Context: an optimization exercise on an open-source flow, tuned for small area, a short achievable clock period and few clock cycles per item. The choices shown serve that exercise and are no tape-out recipe.
No functional check of the RTL was part of any run shown here.
No activity file was given, so power comes from the tool's default toggle rates.

==> design/flow/design.v <==
`timescale 1ns / 1ps
package wwcb_pkg;
   localparam int BUFFER_DEPTH = 32;
   localparam int IDX_W        = 5;
   localparam int CNT_W        = 6;
   localparam int ITEM_W       = 16;
   localparam int MODEM_W      = 3;
   localparam int KEY_W        = ITEM_W + MODEM_W;
   localparam int CLASS_W      = 3;
   localparam int WEIGHT_W     = 8;
   localparam int CLIM_W       = 6;
   localparam int SERIAL_W     = 32;
   localparam int CSR_ADDR_W   = 3;
   localparam int CSR_DATA_W   = 32;
   localparam logic [WEIGHT_W-1:0] WEIGHT_LIMIT_RESET = 8'd20;
   localparam logic [CLIM_W-1:0]   COUNT_LIMIT_RESET  = 6'd32;
   localparam logic REG_WEIGHT_LIMIT = 1'b0;
   localparam logic REG_COUNT_LIMIT  = 1'b1;
   localparam logic MODE_ADD   = 1'b0;
   localparam logic MODE_FLUSH = 1'b1;
   function automatic logic [WEIGHT_W-1:0] class_weight(input logic [CLASS_W-1:0] wclass);
      logic [WEIGHT_W-1:0] w;
      unique case (wclass)
         3'd0:    w = 8'd20;
         3'd1:    w = 8'd1;
         3'd2:    w = 8'd1;
         3'd3:    w = 8'd1;
         3'd4:    w = 8'd1;
         3'd5:    w = 8'd1;
         default: w = 8'd0;
      endcase
      class_weight = w;
   endfunction
endpackage
`timescale 1ns / 1ps
import wwcb_pkg::*;
module wwcb_csr (
   input  logic                                clock,
   input  logic                                reset,
   input  logic                                csr_psel,
   input  logic                                csr_penable,
   input  logic                                csr_pwrite,
   input  logic [wwcb_pkg::CSR_ADDR_W-1:0]     csr_paddr,
   input  logic [wwcb_pkg::CSR_DATA_W-1:0]     csr_pwdata,
   output logic [wwcb_pkg::CSR_DATA_W-1:0]     csr_prdata,
   output logic                                csr_pready,
   output logic [wwcb_pkg::WEIGHT_W-1:0]       limit_weight,
   output logic [wwcb_pkg::CLIM_W-1:0]         limit_count,
   output logic                                limit_weight_we,
   output logic [wwcb_pkg::WEIGHT_W-1:0]       limit_weight_wdata,
   output logic                                limit_count_we,
   output logic [wwcb_pkg::CLIM_W-1:0]         limit_count_wdata
);
   logic [WEIGHT_W-1:0] weight_limit_ff, weight_limit_in;
   logic [CLIM_W-1:0]   count_limit_ff, count_limit_in;
   logic                wr_strobe;
   logic                reg_sel;
   assign csr_pready = 1'b1;
   assign wr_strobe  = csr_psel & csr_penable & csr_pwrite & csr_pready;
   assign reg_sel    = csr_paddr[2];
   always_comb begin
      weight_limit_in = weight_limit_ff;
      count_limit_in  = count_limit_ff;
      if (wr_strobe) begin
         unique case (reg_sel)
            REG_WEIGHT_LIMIT: weight_limit_in = csr_pwdata[WEIGHT_W-1:0];
            REG_COUNT_LIMIT:  count_limit_in  = csr_pwdata[CLIM_W-1:0];
            default:          ;
         endcase
      end
   end
   always_ff @(posedge clock) begin
      if (reset) begin
         weight_limit_ff <= WEIGHT_LIMIT_RESET;
         count_limit_ff  <= COUNT_LIMIT_RESET;
      end else begin
         weight_limit_ff <= weight_limit_in;
         count_limit_ff  <= count_limit_in;
      end
   end
   always_comb begin
      unique case (reg_sel)
         REG_WEIGHT_LIMIT: csr_prdata = {{(CSR_DATA_W-WEIGHT_W){1'b0}}, weight_limit_ff};
         REG_COUNT_LIMIT:  csr_prdata = {{(CSR_DATA_W-CLIM_W){1'b0}}, count_limit_ff};
         default:          csr_prdata = '0;
      endcase
   end
   assign limit_weight = weight_limit_ff;
   assign limit_count  = count_limit_ff;
   assign limit_weight_we    = wr_strobe & (reg_sel == REG_WEIGHT_LIMIT);
   assign limit_weight_wdata = csr_pwdata[WEIGHT_W-1:0];
   assign limit_count_we     = wr_strobe & (reg_sel == REG_COUNT_LIMIT);
   assign limit_count_wdata  = csr_pwdata[CLIM_W-1:0];
endmodule
`timescale 1ns / 1ps
import wwcb_pkg::*;
module wwcb_entry_ram (
   input  logic                           clock,
   input  logic                           reset,
   input  logic                           wr_en,
   input  logic [wwcb_pkg::IDX_W-1:0]     wr_addr,
   input  logic [wwcb_pkg::KEY_W-1:0]     wr_data,
   input  logic                           act_set,
   input  logic                           act_clr,
   input  logic                           cmp_en,
   input  logic [wwcb_pkg::KEY_W-1:0]     cmp_key,
   output logic                           match,
   input  logic [wwcb_pkg::IDX_W-1:0]     rd_addr,
   output logic [wwcb_pkg::KEY_W-1:0]     rdata
);
   logic [KEY_W-1:0]        mem [BUFFER_DEPTH];
   logic [BUFFER_DEPTH-1:0] act;
   logic [BUFFER_DEPTH-1:0] eqv;
   logic [BUFFER_DEPTH-1:0] eqv_in;
   logic                    eq_wr;
   always_ff @(posedge clock) begin
      if (wr_en) begin
         mem[wr_addr] <= wr_data;
      end
   end
   always_ff @(posedge clock) begin
      for (int i = 0; i < BUFFER_DEPTH; i++) begin
         if (reset || act_clr) begin
            act[i] <= 1'b0;
         end else if (act_set && (wr_addr == IDX_W'(i))) begin
            act[i] <= 1'b1;
         end
      end
   end
   assign eq_wr = (wr_data == cmp_key);
   always_comb begin
      for (int i = 0; i < BUFFER_DEPTH; i++) begin
         eqv_in[i] = (wr_en && (wr_addr == IDX_W'(i))) ? eq_wr : (mem[i] == cmp_key);
      end
   end
   always_ff @(posedge clock) begin
      if (cmp_en) begin
         eqv <= eqv_in;
      end
   end
   assign match = |(eqv & act);
   assign rdata = mem[rd_addr];
endmodule
`timescale 1ns / 1ps
import wwcb_pkg::*;
module wwcb_ctrl #(
   parameter int QDEPTH = 2
) (
   input  logic                               clock,
   input  logic                               reset,
   input  logic [wwcb_pkg::WEIGHT_W-1:0]      limit_weight,
   input  logic [wwcb_pkg::CLIM_W-1:0]        limit_count,
   input  logic                               limit_weight_we,
   input  logic [wwcb_pkg::WEIGHT_W-1:0]      limit_weight_wdata,
   input  logic                               limit_count_we,
   input  logic [wwcb_pkg::CLIM_W-1:0]        limit_count_wdata,
   input  logic                               req_valid,
   output logic                               req_ready,
   input  logic                               req_mode,
   input  logic [wwcb_pkg::ITEM_W-1:0]        req_item_id,
   input  logic [wwcb_pkg::MODEM_W-1:0]       req_modem_index,
   input  logic [wwcb_pkg::CLASS_W-1:0]       req_weight_class,
   output logic                               rsp_valid,
   input  logic                               rsp_ready,
   output logic [wwcb_pkg::ITEM_W-1:0]        rsp_out_item_id,
   output logic [wwcb_pkg::MODEM_W-1:0]       rsp_out_modem_index,
   output logic [wwcb_pkg::SERIAL_W-1:0]      rsp_batch_serial,
   output logic                               rsp_last,
   output logic                               ram_wr_en,
   output logic [wwcb_pkg::IDX_W-1:0]         ram_wr_addr,
   output logic [wwcb_pkg::KEY_W-1:0]         ram_wr_data,
   output logic                               ram_act_set,
   output logic                               ram_act_clr,
   output logic                               ram_cmp_en,
   output logic [wwcb_pkg::KEY_W-1:0]         ram_cmp_key,
   input  logic                               ram_match,
   output logic [wwcb_pkg::IDX_W-1:0]         ram_rd_addr,
   input  logic [wwcb_pkg::KEY_W-1:0]         ram_rdata
);
   localparam int QC_W = $clog2(QDEPTH + 1);
   logic                 s_valid;
   logic                 s_mode;
   logic [KEY_W-1:0]     s_key;
   logic [CLASS_W-1:0]   s_cls;
   logic [CNT_W-1:0]         act_cnt;   
   logic signed [CNT_W:0]    crem;      
   logic signed [WEIGHT_W:0] wrem;      
   logic [SERIAL_W-1:0]  hs;           
   logic [CNT_W-1:0]     rem1;         
   logic [1:0]           emp;          
   logic [CNT_W-1:0]     qn [QDEPTH];  
   logic [1:0]           qd [QDEPTH];  
   logic [QC_W-1:0]      qcnt;
   logic [IDX_W-1:0]     rd;           
   logic [IDX_W-1:0]     tail;
   logic [CNT_W-1:0]     occ;          
   logic                 o_valid;
   logic [KEY_W-1:0]     o_key;
   logic                 accept;
   logic                 s_add;
   logic [WEIGHT_W-1:0]  cls_w;
   logic                 w_hit;
   logic                 can_app;
   logic                 append;
   logic                 c_hit_app;
   logic                 c_hit_no;
   logic                 rel_need;
   logic                 maybe_rel;
   logic                 full;
   logic                 stall;
   logic                 fire;
   logic                 release_b;
   logic [CNT_W-1:0]     new_cnt;
   logic                 pop;
   logic                 pop_last;
   logic                 rem1_is0;
   logic                 rem1_is1;
   logic                 rem1_after0;
   logic                 q_empty;
   logic                 idle_after;
   logic                 o_load;
   logic [1:0]           hs_add;
   logic [SERIAL_W-1:0]  hs_sum0;
   logic [SERIAL_W-1:0]  hs_sum1;
   assign s_add     = ~s_mode;
   assign cls_w     = wwcb_pkg::class_weight(s_cls);
   always_comb begin
      unique case (s_cls)
         3'd0:                         w_hit = (wrem <= 9'sd20);
         3'd1, 3'd2, 3'd3, 3'd4, 3'd5: w_hit = (wrem <= 9'sd1);
         default:                      w_hit = (wrem <= 9'sd0);
      endcase
   end
   assign c_hit_no  = (crem <= 7'sd0);
   assign c_hit_app = (crem <= 7'sd1);
   assign can_app   = ~act_cnt[CNT_W-1];
   assign append    = s_add & ~ram_match & can_app;
   assign new_cnt   = act_cnt + CNT_W'(append);
   assign rel_need  = s_mode | w_hit | (append ? c_hit_app : c_hit_no);
   assign maybe_rel = s_mode | w_hit | c_hit_app;
   assign full      = occ[CNT_W-1];
   assign stall     = (maybe_rel & ((qcnt == QC_W'(QDEPTH)) | (emp == 2'd3))) |
                      (s_add & full & can_app);
   assign fire      = s_valid & ~stall;
   assign release_b = fire & rel_need;
   assign req_ready = ~s_valid | ~stall;
   assign accept    = req_valid & req_ready;
   assign pop         = o_valid & rsp_ready;
   assign rem1_is0    = (rem1 == '0);
   assign rem1_is1    = (rem1 == CNT_W'(1));
   assign pop_last    = pop & rem1_is1;
   assign rem1_after0 = rem1_is0 | pop_last;
   assign q_empty     = (qcnt == '0);
   assign idle_after  = rem1_after0 & q_empty;
   assign o_load      = (~o_valid & ~rem1_is0) | (pop & (~rem1_is1 | ~q_empty));
   assign hs_add  = q_empty ? emp : qd[0];
   assign hs_sum0 = hs + SERIAL_W'(hs_add);
   assign hs_sum1 = hs + SERIAL_W'(hs_add) + SERIAL_W'(1);
   assign ram_wr_en   = s_valid & ~full;
   assign ram_wr_addr = tail;
   assign ram_wr_data = s_key;
   assign ram_act_set = fire & append;
   assign ram_act_clr = release_b;
   assign ram_cmp_en  = accept;
   assign ram_cmp_key = {req_item_id, req_modem_index};
   assign ram_rd_addr = rd;
   always_ff @(posedge clock) begin
      if (accept) begin
         s_mode <= req_mode;
         s_key  <= {req_item_id, req_modem_index};
         s_cls  <= req_weight_class;
      end
      if (o_load) begin
         o_key <= ram_rdata;
      end
   end
   always_ff @(posedge clock) begin
      if (reset) begin
         s_valid <= 1'b0;
         act_cnt <= '0;
         crem    <= 7'sd32;
         wrem    <= 9'sd20;
         hs      <= '0;
         emp     <= '0;
         rem1    <= '0;
         qcnt    <= '0;
         rd      <= '0;
         tail    <= '0;
         occ     <= '0;
         o_valid <= 1'b0;
      end else begin
         if (accept) begin
            s_valid <= 1'b1;
         end else if (fire) begin
            s_valid <= 1'b0;
         end
         if (release_b) begin
            act_cnt <= '0;
         end else if (fire) begin
            act_cnt <= new_cnt;
         end
         if (limit_count_we) begin
            crem <= crem + $signed({1'b0, limit_count_wdata}) - $signed({1'b0, limit_count});
         end else if (release_b) begin
            crem <= $signed({1'b0, limit_count});
         end else if (fire & append) begin
            crem <= crem - 7'sd1;
         end
         if (limit_weight_we) begin
            wrem <= wrem + $signed({1'b0, limit_weight_wdata}) - $signed({1'b0, limit_weight});
         end else if (release_b) begin
            wrem <= $signed({1'b0, limit_weight});
         end else if (fire) begin
            wrem <= wrem - $signed({1'b0, cls_w});
         end
         if (fire & append) begin
            tail <= tail + IDX_W'(1);
         end
         if (o_load) begin
            rd <= rd + IDX_W'(1);
         end
         if ((fire & append) & ~o_load) begin
            occ <= occ + CNT_W'(1);
         end else if (~(fire & append) & o_load) begin
            occ <= occ - CNT_W'(1);
         end
         if (o_load) begin
            o_valid <= 1'b1;
         end else if (pop) begin
            o_valid <= 1'b0;
         end
         if (release_b & idle_after) begin
            hs   <= hs_sum1;
            emp  <= '0;
            rem1 <= new_cnt;
         end else begin
            if (pop_last) begin
               hs   <= hs_sum0;
               rem1 <= q_empty ? '0 : qn[0];
            end else if (pop) begin
               rem1 <= rem1 - CNT_W'(1);
            end
            if (q_empty & pop_last) begin
               emp <= '0;
            end
            if (release_b) begin
               emp <= (new_cnt == '0) ? emp + 2'd1 : 2'd0;
            end
            if (pop_last & ~q_empty) begin
               for (int j = 0; j < QDEPTH - 1; j++) begin
                  qn[j] <= qn[j + 1];
                  qd[j] <= qd[j + 1];
               end
            end
            if (release_b && new_cnt != '0) begin
               for (int j = 0; j < QDEPTH; j++) begin
                  if (QC_W'(j) == qcnt - QC_W'(pop_last & ~q_empty)) begin
                     qn[j] <= new_cnt;
                     qd[j] <= emp + 2'd1;
                  end
               end
            end
            qcnt <= qcnt - QC_W'(pop_last & ~q_empty) + QC_W'(release_b && new_cnt != '0);
         end
      end
   end
   assign rsp_valid           = o_valid;
   assign rsp_out_item_id     = o_key[KEY_W-1:MODEM_W];
   assign rsp_out_modem_index = o_key[MODEM_W-1:0];
   assign rsp_batch_serial    = hs;
   assign rsp_last            = rem1_is1;
endmodule
`timescale 1ns / 1ps
import wwcb_pkg::*;
module weighted_write_coalescing_buffer_unit (
   input  logic                               clock,
   input  logic                               reset,
   input  logic                               req_valid,
   output logic                               req_ready,
   input  logic                               req_mode,
   input  logic [wwcb_pkg::ITEM_W-1:0]        req_item_id,
   input  logic [wwcb_pkg::MODEM_W-1:0]       req_modem_index,
   input  logic [wwcb_pkg::CLASS_W-1:0]       req_weight_class,
   output logic                               rsp_valid,
   input  logic                               rsp_ready,
   output logic [wwcb_pkg::ITEM_W-1:0]        rsp_out_item_id,
   output logic [wwcb_pkg::MODEM_W-1:0]       rsp_out_modem_index,
   output logic [wwcb_pkg::SERIAL_W-1:0]      rsp_batch_serial,
   output logic                               rsp_last,
   input  logic                               csr_psel,
   input  logic                               csr_penable,
   input  logic                               csr_pwrite,
   input  logic [wwcb_pkg::CSR_ADDR_W-1:0]    csr_paddr,
   input  logic [wwcb_pkg::CSR_DATA_W-1:0]    csr_pwdata,
   output logic [wwcb_pkg::CSR_DATA_W-1:0]    csr_prdata,
   output logic                               csr_pready
);
   logic [WEIGHT_W-1:0] limit_weight;
   logic [CLIM_W-1:0]   limit_count;
   logic                limit_weight_we;
   logic [WEIGHT_W-1:0] limit_weight_wdata;
   logic                limit_count_we;
   logic [CLIM_W-1:0]   limit_count_wdata;
   logic                ram_wr_en;
   logic [IDX_W-1:0]    ram_wr_addr;
   logic [KEY_W-1:0]    ram_wr_data;
   logic                ram_act_set;
   logic                ram_act_clr;
   logic                ram_cmp_en;
   logic [KEY_W-1:0]    ram_cmp_key;
   logic                ram_match;
   logic [IDX_W-1:0]    ram_rd_addr;
   logic [KEY_W-1:0]    ram_rdata;
   wwcb_csr u_csr (
      .clock       (clock),
      .reset       (reset),
      .csr_psel    (csr_psel),
      .csr_penable (csr_penable),
      .csr_pwrite  (csr_pwrite),
      .csr_paddr   (csr_paddr),
      .csr_pwdata  (csr_pwdata),
      .csr_prdata  (csr_prdata),
      .csr_pready  (csr_pready),
      .limit_weight (limit_weight),
      .limit_count  (limit_count),
      .limit_weight_we    (limit_weight_we),
      .limit_weight_wdata (limit_weight_wdata),
      .limit_count_we     (limit_count_we),
      .limit_count_wdata  (limit_count_wdata)
   );
   wwcb_entry_ram u_entry_ram (
      .clock       (clock),
      .reset       (reset),
      .wr_en       (ram_wr_en),
      .wr_addr     (ram_wr_addr),
      .wr_data     (ram_wr_data),
      .act_set     (ram_act_set),
      .act_clr     (ram_act_clr),
      .cmp_en      (ram_cmp_en),
      .cmp_key     (ram_cmp_key),
      .match       (ram_match),
      .rd_addr     (ram_rd_addr),
      .rdata       (ram_rdata)
   );
   wwcb_ctrl u_ctrl (
      .clock               (clock),
      .reset               (reset),
      .limit_weight        (limit_weight),
      .limit_count         (limit_count),
      .limit_weight_we     (limit_weight_we),
      .limit_weight_wdata  (limit_weight_wdata),
      .limit_count_we      (limit_count_we),
      .limit_count_wdata   (limit_count_wdata),
      .req_valid           (req_valid),
      .req_ready           (req_ready),
      .req_mode            (req_mode),
      .req_item_id         (req_item_id),
      .req_modem_index     (req_modem_index),
      .req_weight_class    (req_weight_class),
      .rsp_valid           (rsp_valid),
      .rsp_ready           (rsp_ready),
      .rsp_out_item_id     (rsp_out_item_id),
      .rsp_out_modem_index (rsp_out_modem_index),
      .rsp_batch_serial    (rsp_batch_serial),
      .rsp_last            (rsp_last),
      .ram_wr_en           (ram_wr_en),
      .ram_wr_addr         (ram_wr_addr),
      .ram_wr_data         (ram_wr_data),
      .ram_act_set         (ram_act_set),
      .ram_act_clr         (ram_act_clr),
      .ram_cmp_en          (ram_cmp_en),
      .ram_cmp_key         (ram_cmp_key),
      .ram_match           (ram_match),
      .ram_rd_addr         (ram_rd_addr),
      .ram_rdata           (ram_rdata)
   );
endmodule
==> design/flow/run.sh <==
#!/bin/bash
# synth_recipe.tcl (not shown) runs the flow's synth.tcl, then flattens the netlist and writes it again
# the make line also repeats each setting of config.mk as NAME=value (left out here)
make -C /OpenROAD-flow-scripts/flow DESIGN_CONFIG=/design/flow/config.mk WORK_HOME=/design/flow/orfs CLKGATE_MAP_FILE= SYNTH_SCRIPT=/design/flow/synth_recipe.tcl finish
==> design/flow/config.mk <==
export PLATFORM = sky130hd
export DESIGN_NAME = weighted_write_coalescing_buffer_unit
export DESIGN_NICKNAME = weighted_write_coalescing_buffer_unit
export VERILOG_FILES = /design/flow/design.v
export SDC_FILE = /design/flow/constraint.sdc
export NUM_CORES = 4
export LEC_CHECK = 0
export CAP_MARGIN = 20
export CORE_MARGIN = 2
export CORE_UTILIZATION = 40
export SETUP_SLACK_MARGIN = 2.5
export SLEW_MARGIN = 20
==> design/flow/constraint.sdc <==
create_clock -name core_clock -period 6.0 [get_ports {clock}]
set_input_delay 1.2000 -clock core_clock [delete_from_list [all_inputs] [get_ports {clock}]]
set_output_delay 1.2000 -clock core_clock [all_outputs]
set_load 0.01 [all_outputs]
==> flow_summary_export.csv, run 1 <==
group,metric,value,unit
status,status,"timing/DRC/antenna clean",
setup_path,r2r_start,"u_ctrl.qcnt[0]",
route,drtIter0Drc,3350,
pwr,p_per_area,341,nW/um^2
route,routed_wl,136,mm
die,rows,119,
pwr,power_leakage,15.2,nW
pwr,power,16.6,mW
setup_path,cp_num_buf_inv,1,
clock_network,cts_max_path_buffers,3,
place,dp_hpwl,90.5,mm
setup_path,cp_slowest_cell,"o41a_1",
clock_network,htree_num_levels,3,
clock_network,hold_buffers,0,
setup_path,reg2reg_depth,14,
global_routing,antenna_found_initial,16,
setup_path,path_delay_family,"simple AND/OR/NAND/NOR gates",
hold_path,hold_path_depth,2,
setup_path,cp_slowest_stage_delay,0.45,ns
logic_synthesis,ys.flop_type,"edfxtp_1",
logic_synthesis,synthCells,3100,
logic_synthesis,netlist.area_leader.share,49.7,%
place,port_buffers,100,
sta,setup_ws,2.42,ns
place,preCtsSetupSlack,1.32,ns
logic_synthesis,synth_cell_types,85,
logic_synthesis,async_flop_share,0,%
cells_and_area,fin_nets,3380,
hold_path,worst_hold_path.endpoint,"u_entry_ram.act[6]",
route,vias,27792,
clock_network,cts_sinks,826,
die,io_pins,152,
logic_synthesis,synth_top_area_cell,"edfxtp_1",
global_routing,grt_pass1_vias,26969,
logic_synthesis,yosysWarnings,5,
sta,fmax,280,MHz
global_routing,grt_max_degree,82,
cells_and_area,area_growth,15.8,%
die,start_util,40.2,%
logic_synthesis,syn_avg_cell_area,13.6,um^2
sta,setup_viol,0,
sta,period_share,59.6,%
logic_synthesis,netlist_area,42200,um^2
die,core-area,105000,um^2
die,fp.dieH,329,um
logic_synthesis,synth_most_common_cell,"edfxtp_1",
route,wl_per_cell,28.7,um
clock_network,clk_pin_slew_worst_paths,0.06,ns
pwr,vdd_drop_max,0.291,mV
sta,post-route-min-period,3.58,ns
setup_path,r2r_slack,2.42,ns
sta,tightest_slew,1.09,ns
global_routing,grt_overflow_total,0,
logic_synthesis,ys_top_cells_by_area,"edfxtp_1, xnor2_1, mux4_2, dfxtp_1, nand4_1",
setup_path,r2r-end,"u_ctrl.hs[25]",
setup_path,endpoint_kind,"flop",
logic_synthesis,synth-edff-count,698,
route,dr.pass1.iters,6,
clock_network,cts_tree,"yes",
sta,setup_total_negative_slack,0,ns
global_routing,gr-usage-all-layers,24.9,%
setup_path,crit_chain,"or2_4 -> o21ai_2 -> ha_2 -> inv_2 -> fa_2 -> and4b_4 -> a32oi_1 -> o22ai_2 -> and3_4 -> o21a_1 -> nand4_4 -> o41a_1 -> or3_1 -> a21oi_1",
sta,finalClockSkew,0.0638,ns
sta,maxSlewHeadroom,27.5,%
logic_synthesis,synth-seq-area-share,55.8,%
sta,maxSlewViolCount,0,
global_routing,grt_pass1_wl,195,mm
setup_path,start_kind,"flop",
job,cap_violations,0,
clock_network,clock_latency,0.69,ns
setup_path,cp_max_fo,7,
clock_network,cts-root-buf,"clkbuf_16",
route,antenna_left,0,
cells_and_area,drive_above_1_share,20.1,%
setup_path,critPathRequiredTime,6.58,ns
logic_synthesis,synth_common_cells,"edfxtp_1, xnor2_1, mux4_2",
logic_synthesis,synth_seq_cells,826,
route,avgViaCountPerCell,5.88,
cells_and_area,fill_cells,9360,
hold_path,worstHoldPathType,"reg -> reg",
die,die_x,329,um
setup_path,crit_arrival,4.15,ns
place,place_congestion,0.910,
sta,hold_viol,0,
setup_path,worstSetupPathType,"reg -> reg",
hold_path,min_from,"u_entry_ram.act[6]",
clock_network,cts_buffers,92,
route,drc,0,
die,dieArea,108000,um^2
sta,rsz0062_at_grt,"yes",
==> registers in the layout, summed over array words and instances, names as in the netlist, 2 cells and up <==
name / count
u_ctrl.hs: 32
u_ctrl.act_cnt: 6
u_entry_ram.mem: 608
u_ctrl.rd: 5
u_ctrl.qn: 12
u_entry_ram.act: 32
u_ctrl.qcnt: 2
u_ctrl.tail: 5
u_ctrl.o_key: 19
u_ctrl.rem1: 6
u_ctrl.qd: 4
u_ctrl.wrem: 9
u_ctrl.s_key: 19
u_ctrl.s_cls: 3
u_ctrl.crem: 7
u_csr.count_limit_ff: 6
u_csr.weight_limit_ff: 8
u_ctrl.emp: 2
u_ctrl.occ: 6
u_entry_ram.eqv: 32
==> worst max-delay path by stage <==
stage | start | endpoint | slack [ns] | cells after the start
after global placement | rsp_ready | u_ctrl.hs[20] | 1.41 | 11
after detailed placement | rsp_ready | u_ctrl.hs[20] | 1.32 | 11
final | u_ctrl.qcnt[0] | u_ctrl.hs[25] | 2.42 | 14
after CTS | u_ctrl.qcnt[0] | u_ctrl.hs[25] | 2.40 | 14
after global routing | u_ctrl.qcnt[0] | u_ctrl.hs[16] | 2.27 | 15
after floorplan | u_ctrl.s_cls[1] | u_ctrl.occ[5] | 2.23 | 18
==> cells by family after synthesis <==
family	after synthesis	synth area share, %
DFF	826	55.8
xor gates and xnor gates	695	14.4
and+or+nand+nor	665	8.34
buffers and inverters	301	2.97
AOI/OAI and AO/OA	291	4.51
muxes	259	11.9
adders and majority gates	61	2.09
other	2	0.0178
==> per-stage QoR <==
| stage | hold WS (ns) | cells | cell area (um^2) | utilization [%] |
|---|---|---|---|---|
| 2_1_floorplan | 0.437 | 3123 | 42300 | - |
| 3_3_place_gp | 0.447 | 4501 | 44900 | 42.8 |
| 3_5_place_dp | 0.456 | 4502 | 44900 | 42.8 |
| 4_1_cts | 0.471 | 4708 | 48500 | 46.2 |
| 5_1_grt | 0.485 | 4722 | 48800 | 46.5 |
| 6_report | 0.469 | 4725 | 48800 | 46.5 |
==> power by group <==
group          internal [mW]  total [mW]  leakage [nW]  switching (mW)
Combinational           1.84        4.28          6.32            2.44
Sequential              6.48        6.68          7.41           0.202
Clock                   3.21        5.67          1.48            2.46
==> layout by cell type (no fill, tap or decap), types with 41 or more instances in the layout <==
master,n
a21oi_1,86
buf_4,146
clkbuf_16,96
clkdlybuf4s50_1,75
dfxtp_1,120
edfxtp_1,698
ha_1,41
inv_1,74
mux2i_1,42
mux4_2,190
nand2_1,106
nand4_1,183
nor2_1,145
nor4_1,42
xnor2_1,627
xor2_1,62
==> what timing repair did <==
item / 4_1_cts / 5_1_grt
resized for setup: 80 / 49
setup buffers: 33 / 14
hold endpoints to repair: 0 / 0
cloned: 2 / 0
endpoints found under the setup margin: 76 / 43
pin swaps: 39 / 27
==> cell type report <==
type	instances	area [um^2]	share of cell area, %
Tap cell	1391	1740	3.56
Timing Repair Buffer	255	2160	4.43
Inverter	82	312	0.638
Antenna cell	3	7.51	0.0154
Sequential cell	826	23500	48.2
Clock buffer	121	2580	5.27
Multi-Input combinational cell	1997	18100	37.0
Clock inverter	50	439	0.899
==> worst reg2reg max path: cells and delay by family (launching register included) <==
kind	cells	cell delay, ns
AO/OA/AOI/OAI	6	1.14
adder cells (fa/ha/maj)	2	0.60
buffers and inverters	1	0.04
flip-flops	1	0.31
AND/OR/NAND/NOR	5	1.42
==> per-layer routing <==
layer  global-route usage (%)  share of wire, %
met1                     35.2                41
met2                     38.1                45
met3                     5.42                10
met4                     7.97               3.6
met5                        0             0.041
==> inputs of run 2 (changes only) <==
--- a/design/flow/design.v
+++ b/design/flow/design.v
@@ -55,6 +55,7 @@
    logic [CLIM_W-1:0]   count_limit_ff, count_limit_in;
    logic                wr_strobe;
    logic                reg_sel;
+   logic                rd_sel_ff;
    assign csr_pready = 1'b1;
    assign wr_strobe  = csr_psel & csr_penable & csr_pwrite & csr_pready;
    assign reg_sel    = csr_paddr[2];
@@ -78,8 +79,11 @@
          count_limit_ff  <= count_limit_in;
       end
    end
+   always_ff @(posedge clock) begin
+      rd_sel_ff <= reg_sel;
+   end
    always_comb begin
-      unique case (reg_sel)
+      unique case (rd_sel_ff)
          REG_WEIGHT_LIMIT: csr_prdata = {{(CSR_DATA_W-WEIGHT_W){1'b0}}, weight_limit_ff};
          REG_COUNT_LIMIT:  csr_prdata = {{(CSR_DATA_W-CLIM_W){1'b0}}, count_limit_ff};
          default:          csr_prdata = '0;
@@ -222,6 +226,13 @@
    logic [1:0]           hs_add;
    logic [SERIAL_W-1:0]  hs_sum0;
    logic [SERIAL_W-1:0]  hs_sum1;
+   logic [CNT_W-1:0]     occ_p1;
+   logic [CNT_W-1:0]     occ_m1;
+   logic [3:0]           hs_lo0;
+   logic [3:0]           hs_lo1;
+   logic [SERIAL_W-4:0]  hs_hi_inc;
+   logic signed [WEIGHT_W:0] wrem_less_lim;
+   logic signed [CNT_W:0]    crem_less_lim;
    assign s_add     = ~s_mode;
    assign cls_w     = wwcb_pkg::class_weight(s_cls);
    always_comb begin
@@ -254,8 +265,15 @@
    assign idle_after  = rem1_after0 & q_empty;
    assign o_load      = (~o_valid & ~rem1_is0) | (pop & (~rem1_is1 | ~q_empty));
    assign hs_add  = q_empty ? emp : qd[0];
-   assign hs_sum0 = hs + SERIAL_W'(hs_add);
-   assign hs_sum1 = hs + SERIAL_W'(hs_add) + SERIAL_W'(1);
+   assign hs_lo0    = {1'b0, hs[2:0]} + {2'b00, hs_add};
+   assign hs_lo1    = {1'b0, hs[2:0]} + {2'b00, hs_add} + 4'd1;
+   assign hs_hi_inc = hs[SERIAL_W-1:3] + (SERIAL_W-3)'(1);
+   assign hs_sum0   = {hs_lo0[3] ? hs_hi_inc : hs[SERIAL_W-1:3], hs_lo0[2:0]};
+   assign hs_sum1   = {hs_lo1[3] ? hs_hi_inc : hs[SERIAL_W-1:3], hs_lo1[2:0]};
+   assign occ_p1 = occ + CNT_W'(1);
+   assign occ_m1 = occ - CNT_W'(1);
+   assign wrem_less_lim = wrem - $signed({1'b0, limit_weight});
+   assign crem_less_lim = crem - $signed({1'b0, limit_count});
    assign ram_wr_en   = s_valid & ~full;
    assign ram_wr_addr = tail;
    assign ram_wr_data = s_key;
@@ -300,14 +318,14 @@
             act_cnt <= new_cnt;
          end
          if (limit_count_we) begin
-            crem <= crem + $signed({1'b0, limit_count_wdata}) - $signed({1'b0, limit_count});
+            crem <= crem_less_lim + $signed({1'b0, limit_count_wdata});
          end else if (release_b) begin
             crem <= $signed({1'b0, limit_count});
          end else if (fire & append) begin
             crem <= crem - 7'sd1;
          end
          if (limit_weight_we) begin
-            wrem <= wrem + $signed({1'b0, limit_weight_wdata}) - $signed({1'b0, limit_weight});
+            wrem <= wrem_less_lim + $signed({1'b0, limit_weight_wdata});
          end else if (release_b) begin
             wrem <= $signed({1'b0, limit_weight});
          end else if (fire) begin
@@ -320,9 +338,9 @@
             rd <= rd + IDX_W'(1);
          end
          if ((fire & append) & ~o_load) begin
-            occ <= occ + CNT_W'(1);
+            occ <= occ_p1;
          end else if (~(fire & append) & o_load) begin
-            occ <= occ - CNT_W'(1);
+            occ <= occ_m1;
          end
          if (o_load) begin
             o_valid <= 1'b1;
==> flow_summary_export.csv, run 2 <==
group,metric,value,unit
logic_synthesis,netlist.area_leader.share,50.1,%
setup_path,cp_slowest_cell,"or4_4",
route,antenna_left,0,
route,wl_per_cell,28.5,um
route,drc,0,
setup_path,r2r_start,"u_entry_ram.eqv[13]",
setup_path,crit_arrival,4.09,ns
logic_synthesis,synth_seq_cells,827,
sta,setup_viol,0,
global_routing,grt_max_degree,74,
setup_path,critPathRequiredTime,6.41,ns
clock_network,cts_buffers,94,
pwr,power,16.4,mW
logic_synthesis,synth_top_area_cell,"edfxtp_1",
die,start_util,40.3,%
logic_synthesis,netlist_area,41800,um^2
logic_synthesis,synth_compound_area_share,3.39,%
logic_synthesis,synth_top_family_by_area,"XOR/XNOR gates",
cells_and_area,largest_register_ffs,608,
logic_synthesis,synthXorXnorAreaFrac,14.0,%
setup_path,crit_path_end,"u_ctrl.qd[0][1]",
cells_and_area,fin_nets,3290,
clock_network,hold_buffers,0,
logic_synthesis,yosysWarnings,5,
route,drtIter0Drc,3080,
logic_synthesis,synth_cell_types,59,
die,rows,118,
pwr,p_per_area,342,nW/um^2
place,dp_hpwl,87.3,mm
setup_path,crit_chain,"a22oi_2 -> nand2_1 -> or4_4 -> or2_4 -> inv_2 -> ha_4 -> ha_4 -> nand3_4 -> xnor2_4 -> or4_4 -> nor3_4 -> nor2b_2 -> and3_4 -> mux2_2",
die,io_pins,152,
logic_synthesis,synthCells,3039,
setup_path,worstSetupPathType,"reg -> reg",
logic_synthesis,synth-edff-count,698,
sta,post-route-min-period,3.67,ns
logic_synthesis,synth_fa_ha_area_share,2.14,%
sta,period_share,61.2,%
die,dieArea,107000,um^2
setup_path,r2r-end,"u_ctrl.qd[0][1]",
cells_and_area,final_common_cell,"edfxtp_1",
place,place_congestion,0.872,
logic_synthesis,ys_top_cells_by_area,"edfxtp_1, xnor2_1, mux4_2, dfxtp_1, nand4_1",
die,die_x,327,um
sta,maxSlewViolCount,0,
logic_synthesis,synth-seq-area-share,56.3,%
global_routing,grt_overflow_total,0,
global_routing,grt_pass1_vias,26099,
global_routing,antenna_found_initial,10,
setup_path,endpoint_kind,"flop",
logic_synthesis,synth_common_cells,"edfxtp_1, xnor2_1, mux4_2",
cells_and_area,largest_register,"u_entry_ram.mem",
clock_network,cts-root-buf,"clkbuf_16",
setup_path,cp_slowest_stage_delay,0.58,ns
global_routing,grt_pass1_wl,188,mm
sta,hold_viol,0,
route,routed_wl,132,mm
sta,rsz0062_at_grt,"yes",
setup_path,start_kind,"flop",
place,dp_cells,4418,
hold_path,worstHoldPathType,"reg -> reg",
route,vias,26874,
cells_and_area,area_growth,14.8,%
cells_and_area,drive_above_1_share,18.0,%
clock_network,htree_num_levels,3,
clock_network,cts_max_path_buffers,3,
logic_synthesis,synth_mux_area_share,13.3,%
clock_network,clock_latency,0.69,ns
sta,tightest_slew,1.14,ns
sta,setup_total_negative_slack,0,ns
route,avgViaCountPerCell,5.82,
cells_and_area,seq_area,23600,um^2
place,port_buffers,100,
cells_and_area,fill_cells,9204,
setup_path,r2r_slack,2.33,ns
cells_and_area,multi_input_area,17500,um^2
status,status,"timing/DRC/antenna clean",
setup_path,cp_max_fo,8,
clock_network,clk_pin_slew_worst_paths,0.06,ns
sta,finalClockSkew,0.0442,ns
setup_path,reg2reg_depth,14,
route,dr.pass1.iters,7,
clock_network,cts_sinks,827,
global_routing,gr-usage-all-layers,24.3,%
logic_synthesis,synth_most_common_cell,"edfxtp_1",
job,cap_violations,0,
pwr,power_leakage,15.2,nW
cells_and_area,utilization,46.3,%
logic_synthesis,async_flop_share,0,%
sta,fmax,272,MHz
sta,maxSlewHeadroom,23.9,%
logic_synthesis,ys.flop_type,"edfxtp_1",
pwr,vdd_drop_max,0.292,mV
setup_path,startpoint,"u_entry_ram.eqv[13]",
die,core-area,104000,um^2
cells_and_area,layoutNonFillerInstCount,4618,
logic_synthesis,synth_simple_gate_area_share,7.95,%
logic_synthesis,syn_avg_cell_area,13.8,um^2
die,fp.dieH,327,um
clock_network,cts_tree,"yes",
cells_and_area,final_cell_mix,"edfxtp_1, xnor2_1, mux4_2",
## run 2: cell count changes in the layout (fill, tap and decap cells not counted), moves of 17 or more
cell / before / now
a21oi_1: 86 / 66
mux2_1: 0 / 19
buf_4: 146 / 99
xor2_1: 62 / 97
nand4_1: 183 / 157
xnor2_1: 627 / 568
mux2_2: 27 / 46
nand3_1: 31 / 53
nor2b_1: 11 / 33
nand2_1: 106 / 123
## run 2: worst min-delay path by stage
stage	start	end	slack, ns	cells past startpoint
floorplan	u_entry_ram.act[17]	u_entry_ram.act[17]	0.44	2
global placement	u_entry_ram.act[18]	u_entry_ram.act[18]	0.45	2
detailed placement	u_entry_ram.act[1]	u_entry_ram.act[1]	0.45	1
CTS	u_entry_ram.act[1]	u_entry_ram.act[1]	0.47	1
global route	u_entry_ram.act[20]	u_entry_ram.act[20]	0.50	2
finish	u_entry_ram.act[1]	u_entry_ram.act[1]	0.47	1
## run 2: worst max-delay path, delay by kind of cell, from the launching register on
kind | cells | cell delay (ns)
xor gates and xnor gates | 1 | 0.15
AOI/OAI and AO/OA | 1 | 0.28
adders and majority gates | 2 | 0.30
and+or+nand+nor | 8 | 1.94
buffers and inverters | 1 | 0.06
DFF | 1 | 0.39
muxes | 1 | 0.29
## run 2: layout make-up
class | instances | share of cell area (%)
timing repair buffer | 204 | 3.67
tap | 1380 | 3.60
clock inverter | 58 | 1.36
clock buffer | 111 | 5.14
antenna | 2 | 0.0104
inverter | 90 | 0.725
sequential | 827 | 49.1
multi-input combinational | 1946 | 36.4
## run 2: routing by layer
| layer | vias up | share of wire, % | track usage, % |
|---|---|---|---|
| li1 | 11525 | - | - |
| met4 | 6 | 3.3 | 7.86 |
| met2 | 1381 | 46 | 37.3 |
| met3 | 213 | 9.0 | 4.63 |
| met1 | 13749 | 42 | 34.7 |
| met5 | - | 0.027 | 0 |
## run 2: kinds of logic after synthesis
family,count (synthesis)
DFF,827
xor gates and xnor gates,668
and+or+nand+nor,658
muxes,308
buffers and inverters,290
AOI/OAI and AO/OA,224
adders and majority gates,62
other,2
## run 2: timing repair
action / 4_1_cts / 5_1_grt
pin swaps: 15 / 23
endpoints found under the setup margin: 54 / 55
cloned: 0 / 1
gates resized for setup: 36 / 28
buffers inserted: 11 / 16
## run 2: report_power, final
group / total (mW) / leakage [nW] / internal (mW) / switching (mW)
combinational: 3.76 / 6.27 / 1.65 / 2.11
sequential: 6.76 / 7.41 / 6.49 / 0.271
clock: 5.90 / 1.53 / 3.46 / 2.44
## run 2: metrics by stage
stage | worst slack [ns] | cell area [um^2] | hold slack (ns)
after floorplan | 2.46 | 42000 | 0.436
after detailed placement | 1.62 | 44400 | 0.454
after global placement | 1.64 | 44400 | 0.446
after global routing | 2.21 | 48000 | 0.496
after CTS | 2.34 | 47700 | 0.469
final | 2.33 | 48000 | 0.470
==> inputs of run 3 (changes only) <==
--- a/design/flow/config.mk
+++ b/design/flow/config.mk
@@ -8,5 +8,5 @@
 export CAP_MARGIN = 20
 export CORE_MARGIN = 2
 export CORE_UTILIZATION = 40
-export SETUP_SLACK_MARGIN = 2.5
+export SETUP_SLACK_MARGIN = 3.0
 export SLEW_MARGIN = 20
==> flow_summary_export.csv, run 3 <==
group,metric,value,unit
clock_network,cts_tree,"yes",
clock_network,cts_sinks,827,
die,dieArea,107000,um^2
cells_and_area,layoutNonFillerInstCount,4674,
cells_and_area,utilization,47.6,%
logic_synthesis,synth_most_common_cell,"edfxtp_1",
die,fp.dieH,327,um
setup_path,cp_max_fo,8,
pwr,power,16.9,mW
setup_path,critPathRequiredTime,6.41,ns
logic_synthesis,synthCells,3039,
setup_path,r2r_start,"u_entry_ram.eqv[9]",
setup_path,reg2reg_depth,14,
route,avgViaCountPerCell,5.82,
die,die_x,327,um
job,cap_violations,0,
setup_path,cp_num_buf_inv,1,
logic_synthesis,synth_common_cells,"edfxtp_1, xnor2_1, mux4_2",
setup_path,worstSetupPathType,"reg -> reg",
logic_synthesis,ys_top_cells_by_area,"edfxtp_1, xnor2_1, mux4_2, dfxtp_1, nand4_1",
sta,maxSlewHeadroom,27.3,%
sta,hold_viol,0,
sta,fmax,270,MHz
place,place_congestion,0.880,
route,drtIter0Drc,2992,
cells_and_area,largest_register_ffs,608,
global_routing,grt_overflow_total,0,
place,dp_cells,4421,
logic_synthesis,ys.flop_type,"edfxtp_1",
place,dp_hpwl,88.5,mm
die,start_util,40.3,%
setup_path,startpoint,"u_entry_ram.eqv[9]",
setup_path,cp_slowest_stage_delay,0.47,ns
sta,post-route-min-period,3.71,ns
die,io_pins,152,
cells_and_area,final_common_cell,"edfxtp_1",
route,antenna_left,0,
clock_network,clk_pin_slew_worst_paths,0.06,ns
pwr,p_sw_share,29.6,%
clock_network,htree_num_levels,3,
route,vias,27201,
route,wl_per_cell,28.9,um
die,rows,118,
setup_path,start_kind,"flop",
logic_synthesis,synth_cell_types,59,
route,dr.pass1.iters,5,
sta,tightest_slew,1.09,ns
pwr,vdd_drop_max,0.321,mV
sta,setup_viol,0,
status,status,"timing/DRC/antenna clean",
logic_synthesis,synth-edff-count,698,
cells_and_area,drive_above_1_share,22.4,%
setup_path,r2r-end,"u_ctrl.qn[0][2]",
setup_path,cp_slowest_cell,"or4_4",
clock_network,cts_max_path_buffers,3,
cells_and_area,final_cell_mix,"edfxtp_1, xnor2_1, mux4_2",
pwr,internal_power,11.9,mW
cells_and_area,fin_nets,3342,
setup_path,cp_num_cells,14,
setup_path,crit_arrival,4.12,ns
sta,setup_total_negative_slack,0,ns
logic_synthesis,syn_avg_cell_area,13.8,um^2
global_routing,grt_pass1_vias,26626,
setup_path,crit_chain,"a22oi_1 -> nand4_1 -> or4_4 -> or2_4 -> inv_2 -> ha_4 -> ha_4 -> nand3_4 -> xnor2_4 -> or4_4 -> nor3_4 -> nor2b_2 -> and3_4 -> mux2_2",
clock_network,cts-root-buf,"clkbuf_16",
pwr,p_sw,5.00,mW
clock_network,hold_buffers,0,
sta,period_share,61.8,%
place,port_buffers,100,
logic_synthesis,async_flop_share,0,%
die,core-area,104000,um^2
pwr,power_leakage,15.5,nW
hold_path,worstHoldPathType,"reg -> reg",
logic_synthesis,synth_seq_cells,827,
global_routing,gr-usage-all-layers,24.8,%
pwr,p_per_area,342,nW/um^2
logic_synthesis,netlist_area,41800,um^2
clock_network,clock_latency,0.70,ns
setup_path,endpoint_kind,"flop",
sta,rsz0062_at_grt,"yes",
setup_path,path_delay_family,"simple AND/OR/NAND/NOR gates",
global_routing,grt_max_degree,93,
sta,maxSlewViolCount,0,
global_routing,grt_pass1_wl,192,mm
route,drc,0,
pwr,seqPwrFrac,39.5,%
setup_path,crit_path_end,"u_ctrl.qn[0][2]",
cells_and_area,area_growth,18.0,%
route,routed_wl,135,mm
logic_synthesis,synth-seq-area-share,56.3,%
logic_synthesis,netlist.area_leader.share,50.1,%
clock_network,cts_buffers,94,
cells_and_area,largest_register,"u_entry_ram.mem",
global_routing,antenna_found_initial,8,
sta,finalClockSkew,0.0714,ns
logic_synthesis,yosysWarnings,5,
pwr,clock_power_share,35.7,%
setup_path,r2r_slack,2.29,ns
pwr,comb_power_share,24.8,%
logic_synthesis,synth_top_area_cell,"edfxtp_1",
## run 3: cell count changes in the layout (fill, tap and decap cells not counted), moves of 8 or more
cell	previous run	this run
clkdlybuf4s50_1	79	64
dlygate4sd2_1	0	10
inv_1	83	64
mux2_4	0	13
mux2i_4	0	12
buf_6	2	31
nor2_1	135	123
buf_4	99	110
dfxtp_1	125	117
clkinvlp_4	4	22
mux2_1	19	7
mux2i_1	53	37
## run 3: worst min path at each step
stage	end	depth (start not counted)	slack [ns]	start
finish	u_entry_ram.act[15]	2	0.47	u_entry_ram.act[15]
global route	u_entry_ram.act[7]	2	0.49	u_entry_ram.act[7]
CTS	u_entry_ram.act[7]	2	0.47	u_entry_ram.act[7]
detailed placement	u_entry_ram.act[7]	2	0.46	u_entry_ram.act[7]
global placement	u_entry_ram.act[20]	2	0.45	u_entry_ram.act[20]
floorplan	u_entry_ram.act[17]	2	0.44	u_entry_ram.act[17]
## run 3: cell type report
class | instances | area (um^2)
inverter | 90 | 419
multi-input combinational | 1949 | 18000
clock inverter | 53 | 683
fill | 9105 | 54300
tap | 1380 | 1730
antenna | 3 | 7.51
sequential | 827 | 23600
timing repair buffer | 253 | 2390
clock buffer | 119 | 2520
## run 3: cells by family after synthesis
group	count (synthesis)	synth area share, %
flip-flops	827	56.3
XOR/XNOR	668	14.0
AND/OR/NAND/NOR	658	7.95
multiplexers	308	13.3
buffers and inverters	290	2.92
AO/OA/AOI/OAI	224	3.39
adder cells (fa/ha/maj)	62	2.14
other	2	0.0180
## run 3: repair_timing
| action | 4_1_cts | 5_1_grt |
|---|---|---|
| pin swaps | 24 | 20 |
| gates resized for setup | 137 | 129 |
| buffers inserted | 44 | 26 |
| cloned | 5 | 3 |
| endpoints found under the setup margin | 316 | 424 |
## run 3: layer usage
| layer | wire length, um | track usage [%] | part of all wire [%] |
|---|---|---|---|
| met5 | 12 | 0.133 | 0.0089 |
| met3 | 12400 | 5.07 | 9.2 |
| met2 | 61400 | 38.3 | 46 |
| met1 | 56600 | 35.3 | 42 |
| met4 | 4440 | 7.62 | 3.3 |
## run 3: power groups by stage
stage | Combinational (mW) | Clock (mW) | Sequential (mW)
after floorplan | 2.34 | 0 | 6.76
after global placement | 3.71 | 0 | 6.81
after detailed placement | 3.72 | 0 | 6.81
after CTS | 4.00 | 6.11 | 6.66
after global routing | 4.36 | 6.32 | 6.68
final | 4.18 | 6.02 | 6.67
## run 3: worst register-to-register path: cells and delay by family, from the launching register on
kind	cells	cell delay [ns]
AOI/OAI and AO/OA	1	0.36
and+or+nand+nor	8	1.93
buffers and inverters	1	0.07
xor gates and xnor gates	1	0.16
muxes	1	0.28
DFF	1	0.36
adders and majority gates	2	0.28
## run 3: metrics by stage
stage | hold WS, ns | setup slack [ns] | cell area [um^2]
finish | 0.471 | 2.29 | 49300
global route | 0.493 | 2.21 | 49300
CTS | 0.470 | 2.39 | 48600
detailed placement | 0.455 | 1.69 | 44500
global placement | 0.447 | 1.76 | 44500
floorplan | 0.436 | 2.38 | 42100
==> inputs of run 4 (changes only) <==
--- a/design/flow/design.v
+++ b/design/flow/design.v
@@ -101,10 +101,11 @@
 module wwcb_entry_ram (
    input  logic                           clock,
    input  logic                           reset,
-   input  logic                           wr_en,
-   input  logic [wwcb_pkg::IDX_W-1:0]     wr_addr,
+   input  logic [wwcb_pkg::IDX_W-1:0]     tail,
+   input  logic                           wr_en0,    
+   input  logic                           wr_en1,    
    input  logic [wwcb_pkg::KEY_W-1:0]     wr_data,
-   input  logic                           act_set,
+   input  logic                           act_set,   
    input  logic                           act_clr,
    input  logic                           cmp_en,
    input  logic [wwcb_pkg::KEY_W-1:0]     cmp_key,
@@ -116,25 +117,35 @@
    logic [BUFFER_DEPTH-1:0] act;
    logic [BUFFER_DEPTH-1:0] eqv;
    logic [BUFFER_DEPTH-1:0] eqv_in;
-   logic                    eq_wr;
+   logic [BUFFER_DEPTH-1:0] at_tail;
+   logic [BUFFER_DEPTH-1:0] after_tail;
+   logic [BUFFER_DEPTH-1:0] rd_sel;
+   always_comb begin
+      for (int i = 0; i < BUFFER_DEPTH; i++) begin
+         at_tail[i] = (tail == IDX_W'(i));
+         rd_sel[i]  = (rd_addr == IDX_W'(i));
+      end
+      after_tail = {at_tail[BUFFER_DEPTH-2:0], at_tail[BUFFER_DEPTH-1]};
+   end
    always_ff @(posedge clock) begin
-      if (wr_en) begin
-         mem[wr_addr] <= wr_data;
+      for (int i = 0; i < BUFFER_DEPTH; i++) begin
+         if ((wr_en0 & at_tail[i]) | (wr_en1 & after_tail[i])) begin
+            mem[i] <= wr_data;
+         end
       end
    end
    always_ff @(posedge clock) begin
       for (int i = 0; i < BUFFER_DEPTH; i++) begin
          if (reset || act_clr) begin
             act[i] <= 1'b0;
-         end else if (act_set && (wr_addr == IDX_W'(i))) begin
+         end else if (act_set && at_tail[i]) begin
             act[i] <= 1'b1;
          end
       end
    end
-   assign eq_wr = (wr_data == cmp_key);
    always_comb begin
       for (int i = 0; i < BUFFER_DEPTH; i++) begin
-         eqv_in[i] = (wr_en && (wr_addr == IDX_W'(i))) ? eq_wr : (mem[i] == cmp_key);
+         eqv_in[i] = (mem[i] == cmp_key);
       end
    end
    always_ff @(posedge clock) begin
@@ -143,7 +154,12 @@
       end
    end
    assign match = |(eqv & act);
-   assign rdata = mem[rd_addr];
+   always_comb begin
+      rdata = '0;
+      for (int i = 0; i < BUFFER_DEPTH; i++) begin
+         rdata = rdata | (mem[i] & {KEY_W{rd_sel[i]}});
+      end
+   end
 endmodule
 `timescale 1ns / 1ps
 import wwcb_pkg::*;
@@ -170,8 +186,9 @@
    output logic [wwcb_pkg::MODEM_W-1:0]       rsp_out_modem_index,
    output logic [wwcb_pkg::SERIAL_W-1:0]      rsp_batch_serial,
    output logic                               rsp_last,
-   output logic                               ram_wr_en,
-   output logic [wwcb_pkg::IDX_W-1:0]         ram_wr_addr,
+   output logic [wwcb_pkg::IDX_W-1:0]         ram_tail,
+   output logic                               ram_wr_en0,
+   output logic                               ram_wr_en1,
    output logic [wwcb_pkg::KEY_W-1:0]         ram_wr_data,
    output logic                               ram_act_set,
    output logic                               ram_act_clr,
@@ -184,7 +201,6 @@
    localparam int QC_W = $clog2(QDEPTH + 1);
    logic                 s_valid;
    logic                 s_mode;
-   logic [KEY_W-1:0]     s_key;
    logic [CLASS_W-1:0]   s_cls;
    logic [CNT_W-1:0]         act_cnt;   
    logic signed [CNT_W:0]    crem;      
@@ -210,7 +226,9 @@
    logic                 c_hit_no;
    logic                 rel_need;
    logic                 maybe_rel;
-   logic                 full;
+   logic                 fa;
+   logic                 may_app;
+   logic                 slot_ok;
    logic                 stall;
    logic                 fire;
    logic                 release_b;
@@ -249,12 +267,13 @@
    assign new_cnt   = act_cnt + CNT_W'(append);
    assign rel_need  = s_mode | w_hit | (append ? c_hit_app : c_hit_no);
    assign maybe_rel = s_mode | w_hit | c_hit_app;
-   assign full      = occ[CNT_W-1];
-   assign stall     = (maybe_rel & ((qcnt == QC_W'(QDEPTH)) | (emp == 2'd3))) |
-                      (s_add & full & can_app);
+   assign stall     = maybe_rel & ((qcnt == QC_W'(QDEPTH)) | (emp == 2'd3));
    assign fire      = s_valid & ~stall;
    assign release_b = fire & rel_need;
-   assign req_ready = ~s_valid | ~stall;
+   assign fa        = fire & append;
+   assign may_app   = s_valid & s_add & can_app;
+   assign slot_ok   = may_app ? (occ <= CNT_W'(BUFFER_DEPTH - 2)) : (occ <= CNT_W'(BUFFER_DEPTH - 1));
+   assign req_ready = ~(s_valid & stall) & (slot_ok | (~s_valid & act_cnt[CNT_W-1]));
    assign accept    = req_valid & req_ready;
    assign pop         = o_valid & rsp_ready;
    assign rem1_is0    = (rem1 == '0);
@@ -274,10 +293,11 @@
    assign occ_m1 = occ - CNT_W'(1);
    assign wrem_less_lim = wrem - $signed({1'b0, limit_weight});
    assign crem_less_lim = crem - $signed({1'b0, limit_count});
-   assign ram_wr_en   = s_valid & ~full;
-   assign ram_wr_addr = tail;
-   assign ram_wr_data = s_key;
-   assign ram_act_set = fire & append;
+   assign ram_tail    = tail;
+   assign ram_wr_en0  = accept & ~fa & (occ != CNT_W'(BUFFER_DEPTH));
+   assign ram_wr_en1  = accept & (occ <= CNT_W'(BUFFER_DEPTH - 2));
+   assign ram_wr_data = {req_item_id, req_modem_index};
+   assign ram_act_set = fa;
    assign ram_act_clr = release_b;
    assign ram_cmp_en  = accept;
    assign ram_cmp_key = {req_item_id, req_modem_index};
@@ -285,7 +305,6 @@
    always_ff @(posedge clock) begin
       if (accept) begin
          s_mode <= req_mode;
-         s_key  <= {req_item_id, req_modem_index};
          s_cls  <= req_weight_class;
       end
       if (o_load) begin
@@ -419,8 +438,9 @@
    logic [WEIGHT_W-1:0] limit_weight_wdata;
    logic                limit_count_we;
    logic [CLIM_W-1:0]   limit_count_wdata;
-   logic                ram_wr_en;
-   logic [IDX_W-1:0]    ram_wr_addr;
+   logic [IDX_W-1:0]    ram_tail;
+   logic                ram_wr_en0;
+   logic                ram_wr_en1;
    logic [KEY_W-1:0]    ram_wr_data;
    logic                ram_act_set;
    logic                ram_act_clr;
@@ -449,8 +469,9 @@
    wwcb_entry_ram u_entry_ram (
       .clock       (clock),
       .reset       (reset),
-      .wr_en       (ram_wr_en),
-      .wr_addr     (ram_wr_addr),
+      .tail        (ram_tail),
+      .wr_en0      (ram_wr_en0),
+      .wr_en1      (ram_wr_en1),
       .wr_data     (ram_wr_data),
       .act_set     (ram_act_set),
       .act_clr     (ram_act_clr),
@@ -481,8 +502,9 @@
       .rsp_out_modem_index (rsp_out_modem_index),
       .rsp_batch_serial    (rsp_batch_serial),
       .rsp_last            (rsp_last),
-      .ram_wr_en           (ram_wr_en),
-      .ram_wr_addr         (ram_wr_addr),
+      .ram_tail            (ram_tail),
+      .ram_wr_en0          (ram_wr_en0),
+      .ram_wr_en1          (ram_wr_en1),
       .ram_wr_data         (ram_wr_data),
       .ram_act_set         (ram_act_set),
       .ram_act_clr         (ram_act_clr),
--- a/design/flow/config.mk
+++ b/design/flow/config.mk
@@ -8,5 +8,5 @@
 export CAP_MARGIN = 20
 export CORE_MARGIN = 2
 export CORE_UTILIZATION = 40
-export SETUP_SLACK_MARGIN = 3.0
+export SETUP_SLACK_MARGIN = 2.5
 export SLEW_MARGIN = 20
==> flow_summary_export.csv, run 4 <==
group,metric,value,unit
pwr,seqPwrFrac,44.4,%
global_routing,grt_max_degree,51,
logic_synthesis,netlist_area,38800,um^2
status,status,"timing/DRC/antenna clean",
place,place_congestion,1.01,
global_routing,grt_pass1_vias,26990,
logic_synthesis,yosysWarnings,6,
setup_path,startpoint,"req_item_id[6]",
sta,rsz0062_at_grt,"yes",
clock_network,cts_sinks,808,
sta,setup_total_negative_slack,0,ns
clock_network,cts_buffers,90,
sta,maxSlewHeadroom,17.6,%
logic_synthesis,synth_top_area_cell,"edfxtp_1",
setup_path,crit_arrival,4.02,ns
route,dr.pass1.iters,7,
pwr,p_per_area,329,nW/um^2
sta,finalClockSkew,0.0531,ns
global_routing,gr-usage-all-layers,29.6,%
die,start_util,40.3,%
logic_synthesis,syn_avg_cell_area,12.6,um^2
setup_path,r2r_slack,2.43,ns
clock_network,cts_tree,"yes",
cells_and_area,largest_register_ffs,608,
route,vias,28755,
route,routed_wl,150,mm
sta,tightest_slew,1.24,ns
route,avgViaCountPerCell,6.25,
die,dieArea,99500,um^2
cells_and_area,layoutNonFillerInstCount,4604,
hold_path,worstHoldPathType,"reg -> reg",
hold_path,hold_path_depth,2,
route,drc,0,
logic_synthesis,synth-seq-area-share,59.2,%
logic_synthesis,synth-edff-count,679,
sta,setup_ws,2.37,ns
route,wl_per_cell,32.6,um
sta,hold_viol,0,
clock_network,htree_num_levels,3,
setup_path,r2r-end,"u_ctrl.o_key[5]",
logic_synthesis,ys.flop_type,"edfxtp_1",
sta,setup_viol,0,
die,rows,114,
hold_path,min_from,"u_entry_ram.act[25]",
die,die_x,315,um
cells_and_area,area_growth,16.8,%
sta,period_share,60.5,%
cells_and_area,fin_nets,3384,
logic_synthesis,netlist.area_leader.share,52.5,%
logic_synthesis,synth_most_common_cell,"edfxtp_1",
cells_and_area,drive_above_1_share,13.4,%
clock_network,cts-root-buf,"clkbuf_16",
pwr,p_sw,4.46,mW
logic_synthesis,async_flop_share,0,%
cells_and_area,final_common_cell,"edfxtp_1",
route,antenna_left,0,
setup_path,worstSetupPathType,"in -> reg",
setup_path,reg2reg_depth,7,
global_routing,grt_pass1_wl,207,mm
sta,post-route-min-period,3.63,ns
place,dp_hpwl,105,mm
setup_path,endpoint_kind,"flop",
sta,whs,0.474,ns
die,fp.dieH,315,um
logic_synthesis,synthCells,3083,
sta,maxSlewViolCount,0,
logic_synthesis,synth_seq_cells,808,
hold_path,worst_hold_path.endpoint,"u_entry_ram.act[25]",
pwr,comb_power_share,19.2,%
pwr,vdd_drop_max,0.262,mV
sta,fmax,275,MHz
die,io_pins,152,
pwr,p_sw_share,29.9,%
clock_network,hold_buffers,0,
die,core-area,96400,um^2
clock_network,cts_max_path_buffers,3,
setup_path,critPathRequiredTime,6.39,ns
pwr,clock_power_share,36.4,%
logic_synthesis,ys_top_cells_by_area,"edfxtp_1, xor2_1, dfxtp_1, a22oi_1, nor4_1",
global_routing,grt_overflow_total,0,
job,cap_violations,0,
place,dp_cells,4408,
pwr,power_leakage,15.6,nW
cells_and_area,largest_register,"u_entry_ram.mem",
pwr,internal_power,10.5,mW
clock_network,clock_latency,0.69,ns
route,drtIter0Drc,4583,
logic_synthesis,synth_cell_types,68,
cells_and_area,utilization,47.0,%
global_routing,antenna_found_initial,4,
setup_path,start_kind,"input port",
place,port_buffers,100,
clock_network,clk_pin_slew_worst_paths,0.06,ns
place,preCtsSetupSlack,1.25,ns
cells_and_area,final_cell_mix,"edfxtp_1, xor2_1, a22oi_1",
cells_and_area,fill_cells,8801,
setup_path,r2r_start,"u_ctrl.rd[0]",
logic_synthesis,synth_common_cells,"edfxtp_1, xor2_1, a22oi_1",
setup_path,cp_max_fo,29,
==> run 4: layout make-up <==
cell class	instances	area, um^2	area share (%)
Tap cell	1276	1600	3.52
Clock inverter	45	437	0.964
Multi-Input combinational cell	2025	15500	34.2
Antenna cell	3	7.51	0.0166
Timing Repair Buffer	243	2090	4.61
Inverter	84	319	0.704
Sequential cell	808	23000	50.7
Clock buffer	120	2390	5.28
==> run 4: timing repair <==
action                                  in CTS  in global routing
endpoints found under the setup margin     616                272
pin swaps                                   22                 24
buffers inserted                            19                  7
endpoints found under the hold margin        0                  0
resized for setup                           50                 73
cloned                                       0                  2
==> run 4: kinds of logic (layout without fill, tap and decap cells) <==
| logic type | count (synthesis) | after routing | synth area share [%] |
|---|---|---|---|
| flops | 808 | 808 | 59.2 |
| simple gates | 699 | 699 | 9.45 |
| xor+xnor | 656 | 656 | 14.8 |
| compound gates | 550 | 550 | 10.4 |
| buf+inv | 273 | 492 | 2.89 |
| fa+ha+maj | 67 | 67 | 2.47 |
| mux | 28 | 28 | 0.751 |
| other cells | 2 | 28 | 0.0194 |
==> run 4: critical path, stage by stage <==
cell and delay [ns]:
buf_4 0.43, xor2_1 0.25, nor4_1 0.99, nand4_1 0.52, nor4_1 0.60
==> run 4: through the flow <==
step | total power, mW | instance area (um^2)
2_1_floorplan | 8.18 | 39000
3_3_place_gp | 9.38 | 41800
3_5_place_dp | 9.39 | 41800
4_1_cts | 14.9 | 45000
5_1_grt | 15.4 | 45300
6_report | 14.9 | 45300
==> run 4: worst max path at each step <==
stage | endpoint | slack [ns]
2_1_floorplan | u_ctrl.occ[5] | 2.25
3_3_place_gp | u_entry_ram.mem[19][9] | 1.29
3_5_place_dp | u_entry_ram.mem[19][12] | 1.25
4_1_cts | u_ctrl.occ[5] | 2.40
5_1_grt | u_ctrl.occ[5] | 2.40
6_report | u_entry_ram.eqv[26] | 2.37
==> run 4: routing by layer <==
| layer | up-vias | GRT usage [%] | routed length [um] |
|---|---|---|---|
| li1 | 11965 | - | - |
| met1 | 14428 | 38.6 | 57300 |
| met2 | 1987 | 45.4 | 66400 |
| met3 | 373 | 7.19 | 16400 |
| met4 | 2 | 16.1 | 9870 |
| met5 | - | 0 | 13 |
==> run 4: power groups by stage <==
stage,logic [mW],clock network (mW),registers (mW)
after detailed placement,2.66,0,6.73
after CTS,2.75,5.48,6.62
after global routing,3.03,5.70,6.65
final,2.86,5.43,6.63
after global placement,2.66,0,6.73
after floorplan,1.48,0,6.71
==> inputs of run 5 (changes only) <==
--- a/design/flow/config.mk
+++ b/design/flow/config.mk
@@ -7,6 +7,6 @@
 export LEC_CHECK = 0
 export CAP_MARGIN = 20
 export CORE_MARGIN = 2
-export CORE_UTILIZATION = 40
+export CORE_UTILIZATION = 65
 export SETUP_SLACK_MARGIN = 2.5
 export SLEW_MARGIN = 20
==> flow_summary_export.csv, run 5 <==
group,metric,value,unit
status,status,"timing/DRC/antenna clean",
logic_synthesis,synth-seq-area-share,59.2,%
sta,hold_viol,0,
die,rows,89,
clock_network,cts_sinks,808,
sta,setup_ws,2.33,ns
sta,fmax,272,MHz
pwr,power_leakage,15.5,nW
logic_synthesis,netlist.area_leader.share,52.5,%
logic_synthesis,synth_common_cells,"edfxtp_1, xor2_1, a22oi_1",
sta,rsz0062_at_grt,"yes",
route,vias,29876,
sta,maxSlewHeadroom,17.1,%
logic_synthesis,synthCells,3083,
setup_path,critPathRequiredTime,6.57,ns
global_routing,grt_max_degree,55,
sta,finalClockSkew,0.0429,ns
global_routing,grt_overflow_total,0,
die,start_util,65.8,%
logic_synthesis,synth-edff-count,679,
setup_path,endpoint_kind,"flop",
hold_path,worstHoldPathType,"reg -> reg",
pwr,p_per_area,328,nW/um^2
place,place_congestion,1.09,
job,cap_violations,0,
clock_network,cts-root-buf,"clkbuf_16",
logic_synthesis,ys.flop_type,"edfxtp_1",
cells_and_area,largest_register,"u_entry_ram.mem",
logic_synthesis,synth_seq_cells,808,
route,drtIter0Drc,5240,
cells_and_area,area_growth,15.1,%
route,antenna_left,0,
logic_synthesis,synth_cell_types,68,
route,drc,0,
place,dpl-instance-area,41000,um^2
setup_path,crit_arrival,4.24,ns
cells_and_area,final_common_cell,"edfxtp_1",
logic_synthesis,syn_avg_cell_area,12.6,um^2
global_routing,grt_pass1_vias,27988,
logic_synthesis,ys_top_cells_by_area,"edfxtp_1, xor2_1, dfxtp_1, a22oi_1, nor4_1",
global_routing,gr-usage-all-layers,47.5,%
die,core-area,59000,um^2
clock_network,clock_latency,0.67,ns
sta,setup_viol,0,
setup_path,start_kind,"flop",
setup_path,worstSetupPathType,"reg -> reg",
logic_synthesis,async_flop_share,0,%
place,port_buffers,100,
die,fp.dieH,248,um
sta,tightest_slew,1.24,ns
logic_synthesis,synth_most_common_cell,"edfxtp_1",
clock_network,cts_tree,"yes",
die,die_x,248,um
sta,maxSlewViolCount,0,
clock_network,hold_buffers,0,
route,wl_per_cell,35.9,um
place,preCtsSetupSlack,1.19,ns
logic_synthesis,synth_top_area_cell,"edfxtp_1",
clock_network,cts_buffers,82,
cells_and_area,largest_register_ffs,608,
route,dr.pass1.iters,12,
cells_and_area,final_cell_mix,"edfxtp_1, xor2_1, a22oi_1",
cells_and_area,fin_nets,3391,
die,dieArea,61700,um^2
cells_and_area,finalInstanceArea,44700,um^2
place,dp_hpwl,101,mm
route,avgViaCountPerCell,7.29,
clock_network,htree_num_levels,3,
cells_and_area,utilization,75.7,%
sta,post-route-min-period,3.67,ns
logic_synthesis,netlist_area,38800,um^2
die,io_pins,152,
cells_and_area,fill_cells,3658,
route,routed_wl,147,mm
global_routing,grt_pass1_wl,203,mm
global_routing,antenna_found_initial,11,
sta,period_share,61.2,%
clock_network,clk_pin_slew_worst_paths,0.06,ns
setup_path,cp_max_fo,5,
cells_and_area,drive_above_1_share,13.1,%
logic_synthesis,yosysWarnings,6,
clock_network,cts_max_path_buffers,3,
sta,setup_total_negative_slack,0,ns
pwr,vdd_drop_max,0.591,mV
[run 5: cell counts after synthesis]
Identical to the previous run, type by type.
[run 5: kinds of logic after synthesis]
logic type	Yosys count	synth area share [%]
buffers and inverters	273	2.89
DFF	808	59.2
adders and majority gates	67	2.47
AOI/OAI and AO/OA	550	10.4
and+or+nand+nor	699	9.45
xor gates and xnor gates	656	14.8
other	2	0.0194
muxes	28	0.751
[run 5: final timing paths]
kind | start | end | slack (ns) | depth (start not counted)
min reg2reg | u_entry_ram.act[4] | u_entry_ram.act[4] | 0.47 | 2
max | u_ctrl.s_mode | u_ctrl.occ[5] | 2.33 | 18
max reg2reg | u_ctrl.s_mode | u_ctrl.occ[5] | 2.33 | 18
min | u_entry_ram.act[4] | u_entry_ram.act[4] | 0.47 | 2
[run 5: stage by stage]
| step | instances | power, mW | hold WS [ns] |
|---|---|---|---|
| 3_3_place_gp | 3893 | 9.30 | 0.447 |
| 3_5_place_dp | 3895 | 9.36 | 0.460 |
| 2_1_floorplan | 3106 | 8.18 | 0.436 |
| 4_1_cts | 4074 | 14.4 | 0.475 |
| 5_1_grt | 4097 | 15.0 | 0.504 |
| 6_report | 4100 | 14.7 | 0.471 |
[run 5: final cells by class]
class                           instances  area (um^2)  share of cell area (%)
Timing Repair Buffer                  257         2320                    5.18
Antenna cell                            3         7.51                  0.0168
Clock inverter                         41          399                   0.893
Multi-Input combinational cell       2026        15500                    34.7
Inverter                               84          318                   0.711
Clock buffer                          108         2170                    4.87
Sequential cell                       808        23000                    51.4
Tap cell                              773          967                    2.16
[run 5: critical path, stage by stage, from the launching register on]
cell and delay [ns]:
edfxtp_1 0.40, buf_6 0.15, a211oi_4 0.16, nand4_1 0.12, or4_4 0.55, nor2_4 0.18, buf_6 0.12, nand3b_1 0.10
inv_1 0.08, ha_2 0.21, inv_4 0.06, buf_4 0.14, ha_1 0.31, inv_2 0.06, o21bai_1 0.22, a21oi_2 0.09
xnor2_1 0.13, or3_1 0.36, a21oi_1 0.14
[run 5: repair_timing]
item                                    in CTS  in global routing
setup buffers                               29                 20
endpoints found under the hold margin        0                  0
pin swaps                                   34                 26
resized for setup                           80                 81
cloned                                       1                  1
endpoints found under the setup margin     605                506
[run 5: power breakdown]
part	total (mW)	internal [mW]	switching [mW]
logic	2.99	1.04	1.95
clock network	5.04	2.79	2.25
registers	6.62	6.43	0.194
total	14.7	10.3	4.40
[run 5: routing by layer]
metal / part of all wire [%] / vias up / GRT usage, %
met1: 32 / 14464 / 57.3
li1: - / 11956 / -
met2: 43 / 2791 / 70.1
met4: 9.5 / 18 / 35.8
met3: 15 / 647 / 17.1
met5: 0.072 / - / 0

Re-timed with assumed drivers on the ports (clkbuf_16 on the clock, buf_2 on other inputs), run 5 has 2.327 ns of setup slack against 2.327 ns with ideal ports, and 1.693 ns once port delays also move by the mid clock arrival of 0.713 ns.
